From an optimization exercise on the open Yosys and OpenROAD flow, aimed at small area, a short achievable clock period and few clock cycles; shortcuts taken in it are not production practice.
Where RTL was checked, it was by simulation tests only, not by an equivalence proof against the original.
Power and IR drop assume default switching activity.

==> flow/design.v (excerpt) <==
module cmac_ctrl #(
  parameter int unsigned TIMEOUT_CYCLES = 64
) (
  input  logic         CLK,
  input  logic         Rst_n,
  input  logic         start,
  input  logic [127:0] key,
  input  logic         msg_valid,
  output logic         msg_ready,
  input  logic [127:0] msg_data,
  input  logic         msg_last,
  input  logic [4:0]   msg_bytes,
  output logic [127:0] mac,
  output logic         mac_valid,
  output logic         busy,
  output logic         error,
  output logic         aes_ld,
  output logic [127:0] aes_key,
  output logic [127:0] aes_text_in,
  input  logic [127:0] aes_text_out,
  input  logic         aes_done
);
For scale: roughly 1200 cells after synthesis, about 290 flip-flops, about 780 I/O pins, ~13000 sq um of cells after synthesis.
==> flow/config.mk <==
export PLATFORM = sky130hd
export DESIGN_NAME = cmac_ctrl
export DESIGN_NICKNAME = cmac_ctrl
export VERILOG_FILES = /design/flow/design.v
export SDC_FILE = /design/flow/constraint.sdc
export NUM_CORES = 4
export LEC_CHECK = 0
export CAP_MARGIN = 20
export CORE_MARGIN = 2
export CORE_UTILIZATION = 55
export CTS_CLUSTER_DIAMETER = 100
export CTS_CLUSTER_SIZE = 24
export SETUP_SLACK_MARGIN = 2.3
export SLEW_MARGIN = 20
==> flow/constraint.sdc <==
create_clock -name core_clock -period 4.5 [get_ports {CLK}]
set_input_delay 0.9000 -clock core_clock [delete_from_list [all_inputs] [get_ports {CLK}]]
set_output_delay 0.9000 -clock core_clock [all_outputs]
set_load 0.01 [all_outputs]
standard.sh (not shown) runs the stock make flow with config.mk's settings and CLKGATE_MAP_FILE= SYNTH_SCRIPT=/design/flow/synth_recipe.tcl, a recipe that flattens the netlist after the stock synthesis.
==> flow/flow/run.sh <==
#!/bin/bash
# Standard ORFS layout, with two changes to what it is given:
#  - the smallest buffer on each port instead of the delay cell that
#    buffer_ports picks by default;
#  - I/O pins may sit on adjacent routing tracks, so a small die still has
#    room for all 784 pins.
set -euo pipefail
export BUFFER_PORTS_ARGS="-buffer_cell sky130_fd_sc_hd__buf_1"
export PLACE_PINS_ARGS="-min_distance 1 -min_distance_in_tracks"
bash standard.sh > standard.log 2>&1
Testbench counts at the start, summed over its fixed seeds: cycles 13,792.
Edit:
--- a/flow/config.mk
+++ b/flow/config.mk
@@ -10,3 +10 @@
-export CORE_UTILIZATION = 55
-export CTS_CLUSTER_DIAMETER = 100
-export CTS_CLUSTER_SIZE = 24
+export CORE_UTILIZATION = 40
=> The new run completed without violations. Sequential share of layout area falls by 3.8 points. Synthesized area does not change. Clock-buffer cell count rises by 8. Routed wire length rises by 9.4%. Setup slack is worse by 87 ps. Via count rises by 1.5%.
Edit:
--- a/flow/config.mk
+++ b/flow/config.mk
@@ -11 +11,3 @@
-export SETUP_SLACK_MARGIN = 2.3
+export CTS_CLUSTER_DIAMETER = 100
+export CTS_CLUSTER_SIZE = 24
+export SETUP_SLACK_MARGIN = 2.5
Outcome:
- setup slack is better by 100 ps
- synthesized area stays the same
- maximum frequency rises by 4.6%
- hold slack loses 22 ps
- global-route usage falls by 1.1 points
Edit:
--- a/flow/config.mk
+++ b/flow/config.mk
@@ -13 +13 @@
-export SETUP_SLACK_MARGIN = 2.5
+export SETUP_SLACK_MARGIN = 2.3
After rerunning:
- sequential cell count does not change
- power decreases by 3.5%
- count of clock-buffer cells in the layout stays the same
- global-route usage increases by 0.22 points
Edit:
--- a/flow/config.mk
+++ b/flow/config.mk
@@ -11,2 +11,2 @@
-export CTS_CLUSTER_DIAMETER = 100
-export CTS_CLUSTER_SIZE = 24
+export CTS_CLUSTER_DIAMETER = 60
+export CTS_CLUSTER_SIZE = 30
Via count increases by 1.2%.
Final area increases by 4.0%.
Core utilization increases by 2.2 points.
Wire length increases by 0.80%.
Sequential share of layout area decreases by 1.5 points.

========
raven:
Another version of the RTL of cmac_ctrl (not shown whole).
For scale: about 1700 cells after synthesis, about 16000 µm² of cells after synthesis.
clock: 4.5 ns
lec_check: 0
cap_margin: 20
core_margin: 2
core_utilization: 40
slew_margin: 20
==> flow/flow/run.sh <==
#!/bin/bash
# Standard ORFS layout, but with the smallest buffer on each port instead of
# the delay cell buffer_ports picks by default.
set -euo pipefail
export BUFFER_PORTS_ARGS="-buffer_cell sky130_fd_sc_hd__buf_1"
bash standard.sh > standard.log 2>&1
Stage in which a tool error killed raven: I/O pin placement (3_2_place_iop).
Relative to raven, the following input files were edited for nickel:
==> flow/flow/run.sh <==
#!/bin/bash
# Standard ORFS layout, with two changes to what it is given:
#  - the smallest buffer on each port instead of the delay cell that
#    buffer_ports picks by default;
#  - I/O pins may sit on adjacent routing tracks, so a small die still has
#    room for all 784 pins.
set -euo pipefail
export BUFFER_PORTS_ARGS="-buffer_cell sky130_fd_sc_hd__buf_1"
export PLACE_PINS_ARGS="-min_distance 1 -min_distance_in_tracks"
bash standard.sh > standard.log 2>&1
## What came out
From raven to nickel, number of distinct library cell variants in the gate-level netlist after synthesis did not move at all.
Diff nickel..raven | summed instance area of the synthesized netlist | unchanged
raven -> nickel: post-synthesis share of cell area spent on xor and xnor gates flat
nickel completed every stage of the flow, and the final layout passed the timing, design-rule and antenna checks.
Function was not checked in any run of this note: the RTL went through the layout flow alone.

========
Setup of run 1:
Another version of the RTL of cmac_ctrl (not shown whole).
Size in the first run: ~1200 cells after synthesis, roughly 300 flip-flops, about 0.013 sq mm of cells after synthesis.
export LEC_CHECK = 0
export CAP_MARGIN = 20
export CORE_MARGIN = 2
export CORE_UTILIZATION = 55
export CTS_CLUSTER_DIAMETER = 100
export CTS_CLUSTER_SIZE = 24
export SETUP_SLACK_MARGIN = 2.45
export SLEW_MARGIN = 20
create_clock -name core_clock -period 4.5 [get_ports {CLK}]
==> flow/flow/run.sh <==
#!/bin/bash
# Standard ORFS layout, with two changes to what it is given:
#  - the smallest buffer on each port instead of the delay cell that
#    buffer_ports picks by default;
#  - I/O pins may sit on adjacent routing tracks, so a small die still has
#    room for all 784 pins.
set -euo pipefail
export BUFFER_PORTS_ARGS="-buffer_cell sky130_fd_sc_hd__buf_1"
export PLACE_PINS_ARGS="-min_distance 1 -min_distance_in_tracks"
bash standard.sh > standard.log 2>&1
Testbench counts of run 1, summed over its fixed seeds: cycles 13,792.
#### Input delta (run 2 over run 1)
- changing SETUP_SLACK_MARGIN from 2.45 to 2.3
- changing CORE_UTILIZATION from 55 to 60
- Run 2: it failed during global routing (5_1_grt), and the tool reported GRT-0116.
- The number of buffers between clock root and the deepest sink was comparable across run 2 and run 1.
- Count of input and output buffers across run 2 and run 1: no real change.
- When run 2 is measured against run 1, its HPWL reported at the end of detailed placement turns out about 13% higher.
- Per the comparison of run 2 with run 1, post-synthesis cell count has remained practically unchanged, floorplan die height has decreased, effective utilization at floorplan has increased.
- As far as sequential share of the synthesized area goes, run 1 and run 2 are indistinguishable; the numbers are identical.
- Run 2 vs. run 1: total cell area at the placement stage went down by 2.7%.
Input-level comparison between run 3 and run 2:
- swapping 60 for 55 in CORE_UTILIZATION
## What came out
- In the flow results for run 3 and run 2, the number of placed instances with taps included is smaller on run 2.
- Diff run 3..run 2 | share of synthesized cell area in and, or, nand and nor gates | unchanged
- Going from run 2 to run 3, synthesized area per cell did not really move, floorplan die height climbed about 4.3%, post-cts resize count shows a reduction of about 19%.
- The remaining runs in run 3 and run 2 completed every stage, whereas run 2 halted early.
- Run 2 -> run 3: cell area after technology mapping delta 0, exact match
- Relative to run 2, the weighted congestion at the end of routability-driven global placement measured on run 3 has increased by a few percent.
- Compared with run 2, in run 3 post-detailed-placement cell area increased by 60 sq um relative to the old numbers; placement row count climbed about 5.6%; pre-CTS worst setup slack dropped 0.015 ns.

========
run A:
cmac_ctrl, a different RTL version from the one above (not shown whole).
Size in the first run: roughly 1200 cells after synthesis, about 780 I/O pins.
==> flow/config.mk <==
export PLATFORM = sky130hd
export DESIGN_NAME = cmac_ctrl
export DESIGN_NICKNAME = cmac_ctrl
export VERILOG_FILES = /design/flow/design.v
export SDC_FILE = /design/flow/constraint.sdc
export NUM_CORES = 4
export LEC_CHECK = 0
export CAP_MARGIN = 20
export CORE_MARGIN = 2
export CORE_UTILIZATION = 55
export CTS_CLUSTER_DIAMETER = 100
export CTS_CLUSTER_SIZE = 24
export SETUP_SLACK_MARGIN = 2.3
export SLEW_MARGIN = 20
==> flow/constraint.sdc <==
create_clock -name core_clock -period 4.5 [get_ports {CLK}]
set_input_delay 0.9000 -clock core_clock [delete_from_list [all_inputs] [get_ports {CLK}]]
set_output_delay 0.9000 -clock core_clock [all_outputs]
set_load 0.01 [all_outputs]
Scripts as last shown in full above: flow/flow/run.sh
Run A: done, clean on timing, DRC and antenna
Testbench counts of run A, summed over its fixed seeds: cycles 13,792.
> inputs changed (run A -> run B)
Settings: changing SETUP_SLACK_MARGIN from 2.3 to 2.35.
--- outcome ---
Area of combinational cells with multiple inputs (run B vs. run A) increases by a few percent. Final cell count without fillers delta (run B -> run A): insignificant. Power: run B draws more than run A. Hold slack: run B vs run A — no meaningful difference. Run B vs. run A: pin count of the biggest net entering global routing rose by 11%, portion of the clock cycle consumed by the worst path in the final layout fell by 0.44 points, clock-buffer cell count rose by 1, core footprint stayed essentially flat.
Input-level comparison between run C and run B:
Settings: a change of SETUP_SLACK_MARGIN from 2.35 to 2.4.
==> run notes <==
Initial antenna violation count: lower on run B. [compare] base=run B new=run C: clock sink count essentially unchanged; combinational power grew by about 10%; minimum clock period went up 12 ps; post-detailed-placement half-perimeter wirelength now larger.

========
cmac_ctrl, a different RTL version from the one above (not shown whole).
Size in the first run: ~1,200 cells after synthesis, ~780 I/O pins, roughly 13,000 µm² of cells after synthesis.
==> flow/config.mk <==
export PLATFORM = sky130hd
export DESIGN_NAME = cmac_ctrl
export DESIGN_NICKNAME = cmac_ctrl
export VERILOG_FILES = /design/flow/design.v
export SDC_FILE = /design/flow/constraint.sdc
export NUM_CORES = 4
export LEC_CHECK = 0
export CAP_MARGIN = 20
export CORE_MARGIN = 2
export CORE_UTILIZATION = 40
export SETUP_SLACK_MARGIN = 2.1
export SLEW_MARGIN = 20
==> flow/constraint.sdc <==
create_clock -name core_clock -period 4.5 [get_ports {CLK}]
set_input_delay 0.9000 -clock core_clock [delete_from_list [all_inputs] [get_ports {CLK}]]
set_output_delay 0.9000 -clock core_clock [all_outputs]
set_load 0.01 [all_outputs]
Scripts as last shown in full above: flow/flow/run.sh
The starting point passed the timing, design-rule and antenna checks.
Rerun with:
==> flow/flow/run.sh (replaced) <==
#!/bin/bash
# Standard ORFS layout, but with the smallest buffer on each port instead of
# the delay cell buffer_ports picks by default.
set -euo pipefail
export BUFFER_PORTS_ARGS="-buffer_cell sky130_fd_sc_hd__buf_1"
bash standard.sh > standard.log 2>&1
- SETUP_SLACK_MARGIN: 2.1 -> default
With this change the flow never finished: it broke off in I/O pin placement; synthesized area does not change; synthesized cell count does not change.
Function was not checked in any run of this note: the RTL went through the layout flow alone.

-- port drivers added, routing unchanged --
How much do the figures lean on ideal ports? The routed layouts below were timed once more, with nothing changed but the port constraints.
Step 1 sets driving cells, clkbuf_16 on the clock port and buf_2 on the other inputs (assumed; they add their load-dependent delay and slew).
Step 2 also shifts input and output timing later by t, the mid clock arrival at the registers, as if the neighbouring blocks saw the same clock.
a / b / c = ideal ports / drivers / drivers and shift; a / b = the first two.
run | shift t [ns] | setup slack, ns | clock arrival spread, ns | cell pins on the clock port's net
the first run of note 1 | 0.538 | 2.252 / 2.201 / 1.833 | 0.048 / 0.048 | 1
the fourth run of note 1 | 0.554 | 2.277 / 2.224 / 1.810 | 0.020 / 0.020 | 1
nickel | 0.617 | 0.273 / 0.217 / 0.834 | 0.012 / 0.012 | 1
run C | 0.556 | 2.329 / 2.278 / 1.905 | 0.020 / 0.020 | 1
After both steps setup and hold are still met in every run listed. For the fourth run of note 1, which loses most, drivers alone change the setup slack by -0.053 ns; drivers and shift together by -0.467 ns.
